Source: an optimization exercise on an open RTL-to-GDS flow (aim: small area, a short achievable clock period and few clock cycles per item). Production flows keep margins and buffers that such runs may drop. The RTL was checked by simulation tests, not by an equivalence proof against the original design. Power and IR drop assume default switching activity.

// rv_exec_core
module rv_exec_core #(
    parameter int NUM_REGS = 32
) (
    input  logic        clk,
    input  logic        rst_n,
    input  logic [31:0] instr,
    input  logic        instr_req,
    input  logic        result_ack,
    output logic        instr_ack,
    output logic        result_req,
    output logic [4:0]  result_rd,
    output logic [31:0] result_data,
    output logic        result_illegal
);
    localparam logic [6:0] OPC_OP_IMM = 7'b0010011;
    localparam logic [6:0] OPC_OP     = 7'b0110011;
    localparam logic [6:0] OPC_LUI    = 7'b0110111;
    function automatic logic [31:1] onehot(input logic [4:0] r);
        for (int i = 1; i < 32; i++)
            onehot[i] = (r == 5'(i));
    endfunction
    function automatic logic [31:0] rev32(input logic [31:0] x);
        for (int i = 0; i < 32; i++)
            rev32[i] = x[31 - i];
    endfunction
    logic [31:0] ir;
    logic        ir_valid;
    logic        ir_ph;         
    logic [31:1] rsel;          
    logic        fwd_out;       
    logic [31:0] op1;
    logic [31:0] op2;
    logic        fwd1;          
    logic        ex_valid;
    logic [4:0]  ex_rd;
    logic        ex_we;
    logic        ex_ill;
    logic        ex_sra;
    logic [4:0]  ex_sh;         
    logic        s_add, s_sub, s_cmp, s_xor, s_or, s_and, s_srl, s_sll;
    logic        out_pend;      
    logic        out_we;        
    logic        rf_clr;        
    logic [31:0] regs [1:31];
    logic ir_free, accept, p0, p1, ex_go, have;
  ...
Size in the first run: about 4700 cells after synthesis, about 1200 flip-flops, about 76 I/O pins.
export LEC_CHECK = 0
export ABC_AREA = 1
export CAP_MARGIN = 20
export CORE_MARGIN = 2
export CORE_UTILIZATION = 55
export CTS_CLUSTER_DIAMETER = 100
export CTS_CLUSTER_SIZE = 26
export PLACE_DENSITY = 0.7
export SETUP_SLACK_MARGIN = 4.6
export SLEW_MARGIN = 20
create_clock -name core_clock -period 7.5 [get_ports {clk}]
run.sh (not shown) runs the stock make flow with config.mk's settings and CLKGATE_MAP_FILE= SYNTH_SCRIPT=/design/flow/synth_recipe.tcl, a recipe that flattens the netlist after the stock synthesis.
The first run passed the timing, DRC and antenna checks.
Testbench counts at the start, summed over its fixed seeds: cycles 94,143, items 32,000.
==> next run, changes <==
SETUP_SLACK_MARGIN = 4.8   (was 4.6)
What happened:
- The new run produced a clean layout
- routed wire length goes up slightly
- hold slack is about the same
- area after synthesis does not change
- sequential power barely changes
- flip-flop and latch count is unchanged
- via count increases slightly
- cell count increases slightly
- utilization went up by 0.64 points
- combinational power is higher by a few percent
- global-route usage grows by 0.64 points
- non-clock buffer count rose by 46
==> next run, changes <==
ABC_AREA = not set   (was 1)
SETUP_SLACK_MARGIN = 4.6   (was 4.8)
The changed run went through all stages and came out clean.
Via count fell by roughly a tenth.
Final area fell by a few percent.
Cell count came out lower by a quarter to a third.
Hold slack gets better by 0.0092 ns.
Synthesized area falls by a few percent.
Die area falls by a few percent.


## exp/fjord
The RTL this note starts from:
==> flow/design.v <==
`timescale 1ns/10ps
`default_nettype none
module rv_exec_core #(
    parameter int NUM_REGS = 32
) (
    input  logic        clk,
    input  logic        rst_n,
    input  logic [31:0] instr,
    input  logic        instr_req,
    input  logic        result_ack,
    output logic        instr_ack,
    output logic        result_req,
    output logic [4:0]  result_rd,
    output logic [31:0] result_data,
    output logic        result_illegal
);
    localparam logic [6:0] OPC_OP_IMM = 7'b0010011;
    localparam logic [6:0] OPC_OP     = 7'b0110011;
    localparam logic [6:0] OPC_LUI    = 7'b0110111;
    function automatic logic [31:1] onehot(input logic [4:0] r);
        for (int i = 1; i < 32; i++)
            onehot[i] = (r == 5'(i));
    endfunction
    function automatic logic [31:0] rev32(input logic [31:0] x);
        for (int i = 0; i < 32; i++)
            rev32[i] = x[31 - i];
    endfunction
    logic [31:7] ir;
    logic [2:0]  ir_cls;        
    logic        ir_valid;
    logic        ir_ph;         
    logic [31:1] rsel;          
    logic        fwd_out;       
    logic [31:0] op1;
    logic [31:0] op2;
    logic        fwd1;          
    logic        ex_valid;
    logic [4:0]  ex_rd;
    logic        ex_we;
    logic        ex_ill;
    logic        ex_sra;
    logic        s_add, s_sub, s_cmp, s_xor, s_or, s_and, s_srl, s_sll;
    logic        out_pend;      
    logic        out_we;        
    logic        rf_clr;        
    logic [31:0] regs [1:31];
    logic ir_free, accept, p0, p1, ex_go, have;
    assign ir_free = !ir_valid || ir_ph;
    assign accept  = ir_free && instr_req && !instr_ack;
    assign p0      = ir_valid && !ir_ph && (!ex_valid || ex_go);
    assign p1      = ir_valid && ir_ph;
    assign ex_go   = ex_valid && !result_req && !out_pend;
    assign have    = ex_go || out_pend;
    always_ff @(posedge clk) begin
        if (!rst_n) begin
            instr_ack  <= 1'b0;
            ir_valid   <= 1'b0;
            ex_valid   <= 1'b0;
            result_req <= 1'b0;
            out_pend   <= 1'b0;
            out_we     <= 1'b0;
        end else begin
            if (accept)
                instr_ack <= 1'b1;
            else if (!instr_req)
                instr_ack <= 1'b0;
            if (ir_free)
                ir_valid <= accept;
            if (p1)
                ex_valid <= 1'b1;
            else if (ex_go)
                ex_valid <= 1'b0;
            if (result_req)
                result_req <= !result_ack;
            else
                result_req <= have && !result_ack;
            out_pend <= have && result_ack;
            if (ex_go)
                out_we <= ex_we;
        end
    end
    always_ff @(posedge clk) begin
        if (ir_free) begin
            ir     <= instr[31:7];
            ir_cls <= {instr[6:0] == OPC_OP, instr[6:0] == OPC_OP_IMM, instr[6:0] == OPC_LUI};
            ir_ph <= 1'b0;
        end else if (p0) begin
            ir_ph <= 1'b1;
        end
        if (ir_free || p0)
            rsel <= fwd_nx ? 31'd0 : onehot(raddr_nx);
    end
    logic [31:0] rf_q;
    logic [31:0] rdata;
    logic [31:1] wsel;
    logic [31:0] wdata;
    always_comb begin
        rf_q = 32'd0;
        for (int i = 1; i < 32; i++)
            rf_q = rf_q | (regs[i] & {32{rsel[i]}});
    end
    assign rdata = rf_q | (result_data & {32{fwd_out}});
    assign wsel  = out_we ? onehot(result_rd) : 31'd0;
    assign wdata = result_data & {32{!rf_clr}};
    always_ff @(posedge clk) begin
        rf_clr <= !rst_n;
        for (int i = 1; i < 32; i++)
            if (wsel[i] || rf_clr)
                regs[i] <= wdata;
    end
    logic [4:0] raddr_nx;
    logic       fwd_nx;
    logic [4:0] out_rd_nx;
    logic       out_we_nx;
    assign raddr_nx  = ir_free ? instr[19:15] : p0 ? ir[24:20] : ir[19:15];
    assign out_rd_nx = ex_go ? ex_rd : result_rd;
    assign out_we_nx = rst_n && (ex_go ? ex_we : out_we);
    assign fwd_nx    = out_we_nx && (out_rd_nx == raddr_nx);
    always_ff @(posedge clk)
        fwd_out <= fwd_nx;
    logic [2:0]  f3;
    logic [6:0]  f7;
    logic        is_op, is_opimm, is_lui;
    logic        f7_base, f7_alt;
    logic        legal;
    logic        alu_i;         
    logic        alt;
    logic        is_sub, is_slt, is_sltu;
    logic [31:0] imm;
    logic [31:0] src1;
    logic [31:0] src2;
    assign f3       = ir[14:12];
    assign f7       = ir[31:25];
    assign {is_op, is_opimm, is_lui} = ir_cls;
    assign f7_base  = (f7 == 7'b0000000);
    assign f7_alt   = (f7 == 7'b0100000);
    always_comb begin
        legal = 1'b0;
        if (is_lui)
            legal = 1'b1;
        else if (is_opimm)
            legal = (f3 == 3'b001) ? f7_base :
                    (f3 == 3'b101) ? (f7_base || f7_alt) : 1'b1;
        else if (is_op)
            legal = f7_base || (f7_alt && (f3 == 3'b000 || f3 == 3'b101));
    end
    assign alu_i = legal && !is_lui;
    assign alt  = f7_alt && (is_op || f3 == 3'b101);
    assign is_sub  = alu_i && f3 == 3'b000 && is_op && alt;
    assign is_slt  = alu_i && f3 == 3'b010;
    assign is_sltu = alu_i && f3 == 3'b011;
    assign imm  = is_lui ? {ir[31:12], 12'd0} : {{20{ir[31]}}, ir[31:20]};
    assign src1 = fwd1 ? result_data : op1;
    assign src2 = is_op ? rdata : imm;
    always_ff @(posedge clk) begin
        if (p0) begin
            op1  <= rdata;
            fwd1 <= ex_valid && ex_we && (ex_rd == ir[19:15]);
        end else if (p1) begin
            if (!alu_i)
                op1 <= 32'd0;
            else if (f3 == 3'b001)
                op1 <= rev32(src1);
            else if (is_sub || is_sltu)
                op1 <= ~src1;
            else if (is_slt)
                op1 <= {src1[31], ~src1[30:0]};
            else
                op1 <= src1;
        end
    end
    always_ff @(posedge clk) begin
        if (p1) begin
            op2    <= {src2[31] ^ is_slt, src2[30:0]};
            ex_rd  <= legal ? ir[11:7] : 5'd0;
            ex_we  <= legal && (ir[11:7] != 5'd0);
            ex_ill <= !legal;
            ex_sra <= alu_i && f3 == 3'b101 && alt;
            s_add  <= is_lui || (alu_i && f3 == 3'b000 && !is_sub);
            s_sub  <= is_sub;
            s_cmp  <= is_slt || is_sltu;
            s_xor  <= alu_i && f3 == 3'b100;
            s_or   <= alu_i && f3 == 3'b110;
            s_and  <= alu_i && f3 == 3'b111;
            s_srl  <= alu_i && f3 == 3'b101;
            s_sll  <= alu_i && f3 == 3'b001;
        end
    end
    logic [32:0] sum;
    logic [31:0] sr;
    logic [31:0] sl;
    logic [31:0] alu;
    assign sum  = {1'b0, op1} + {1'b0, op2};
    assign sr   = 32'($signed({ex_sra & op1[31], op1}) >>> op2[4:0]);
    assign sl   = rev32(sr);
    assign alu = ({32{s_add}} & sum[31:0])
               | ({32{s_sub}} & ~sum[31:0])
               | ({32{s_xor}} & (op1 ^ op2))
               | ({32{s_or}}  & (op1 | op2))
               | ({32{s_and}} & (op1 & op2))
               | ({32{s_srl}} & sr)
               | ({32{s_sll}} & sl)
               | {31'd0, s_cmp & sum[32]};
    always_ff @(posedge clk) begin
        if (ex_go) begin
            result_data    <= alu;
            result_rd      <= ex_rd;
            result_illegal <= ex_ill;
        end
    end
endmodule
`default_nettype wire
clock: 7.5 ns
lec_check: 0
abc_area: 1
cap_margin: 20
core_margin: 2
core_utilization: 60
cts_cluster_diameter: 100
cts_cluster_size: 26
place_density: 0.75
setup_slack_margin: 4.7
slew_margin: 20
Testbench counts of exp/fjord, summed over its fixed seeds: cycles 94,143, items 32,000.
The following lists how exp/nickel was set up differently from exp/fjord:
Settings: a change of CORE_UTILIZATION from 60 to 55; a change of PLACE_DENSITY from 0.75 to 0.7.
Findings:
Between exp/nickel and exp/fjord, it is exp/nickel whose fraction of the core area covered by cells at the end of the flow is lower, by 6.1 points.
Changes observed in exp/nickel relative to exp/fjord: global-route usage shows a reduction of 4.0 points, post-synthesis to final-layout area growth shows a reduction of 0.61 points, final setup skew shows an increase of 33 ps.
In the metrics for exp/nickel and exp/fjord, the one carrying the lower fraction of power consumed by the clock network is exp/nickel.
Of exp/nickel and exp/fjord, the lower number of buffers outside the clock class in the layout belongs to exp/nickel.
Diff exp/fjord -> exp/nickel: endpoint arrival time on the critical path decreased 20 ps, routed via count down 433, net switching power figure moved down, sequential share of layout area now sits higher.
The following lists how exp/zinc was set up differently from exp/nickel:
Settings: a change of SETUP_SLACK_MARGIN from 4.7 to 4.8.
### Flow results
The fraction of met1 tracks used by global routing was comparable across exp/nickel and exp/zinc.
Looking at via count, exp/zinc sits 275 above exp/nickel.
exp/zinc — transition time of the tightest slew-check pin 23 ps lower, exp/nickel as reference
As of exp/zinc, routed wire length had risen slightly compared to exp/nickel.

## what the ideal ports hide
The flow's constraints put no driver on any port. The routed layouts listed below were extracted and timed again, unchanged, in two steps.
Step 1 assumes that a clkbuf_16 drives the clock port and a buf_2 every other input.
Step 2 adds t to the input delays and takes it off the output delays; t is the mean of the earliest and latest rising clock arrival at the registers after step 1. Input paths then give back, and output paths get back, about the clock's delay inside the block.
a / b / c = no drivers / after step 1 / after step 2; a / b = the first two.
run	shift t [ns]	slack for setup (ns)	worst hold slack (ns)	latest minus earliest clock arrival (ns)	worst data-port slew with drivers (ns)
the first run of note 1	0.750	4.613 / 4.544 / 4.062	0.430 / 0.430 / 0.430	0.041 / 0.042	0.07
the second run of note 1	0.752	4.612 / 4.551 / 4.179	0.430 / 0.430 / 0.430	0.039 / 0.038	0.06
the third run of note 1	0.736	4.389 / 4.389 / 3.994	0.439 / 0.439 / 0.439	0.039 / 0.039	0.06
exp/fjord	0.747	4.556 / 4.481 / 3.976	0.450 / 0.450 / 0.450	0.052 / 0.052	0.05
exp/nickel	0.752	4.585 / 4.507 / 4.003	0.451 / 0.451 / 0.451	0.081 / 0.081	0.06
exp/zinc	0.747	4.582 / 4.508 / 4.173	0.452 / 0.452 / 0.452	0.074 / 0.074	0.06
After both steps every run listed still meets setup and hold. The setup slack of exp/nickel, which loses most, moves by -0.078 ns with the drivers and by -0.582 ns with both steps.
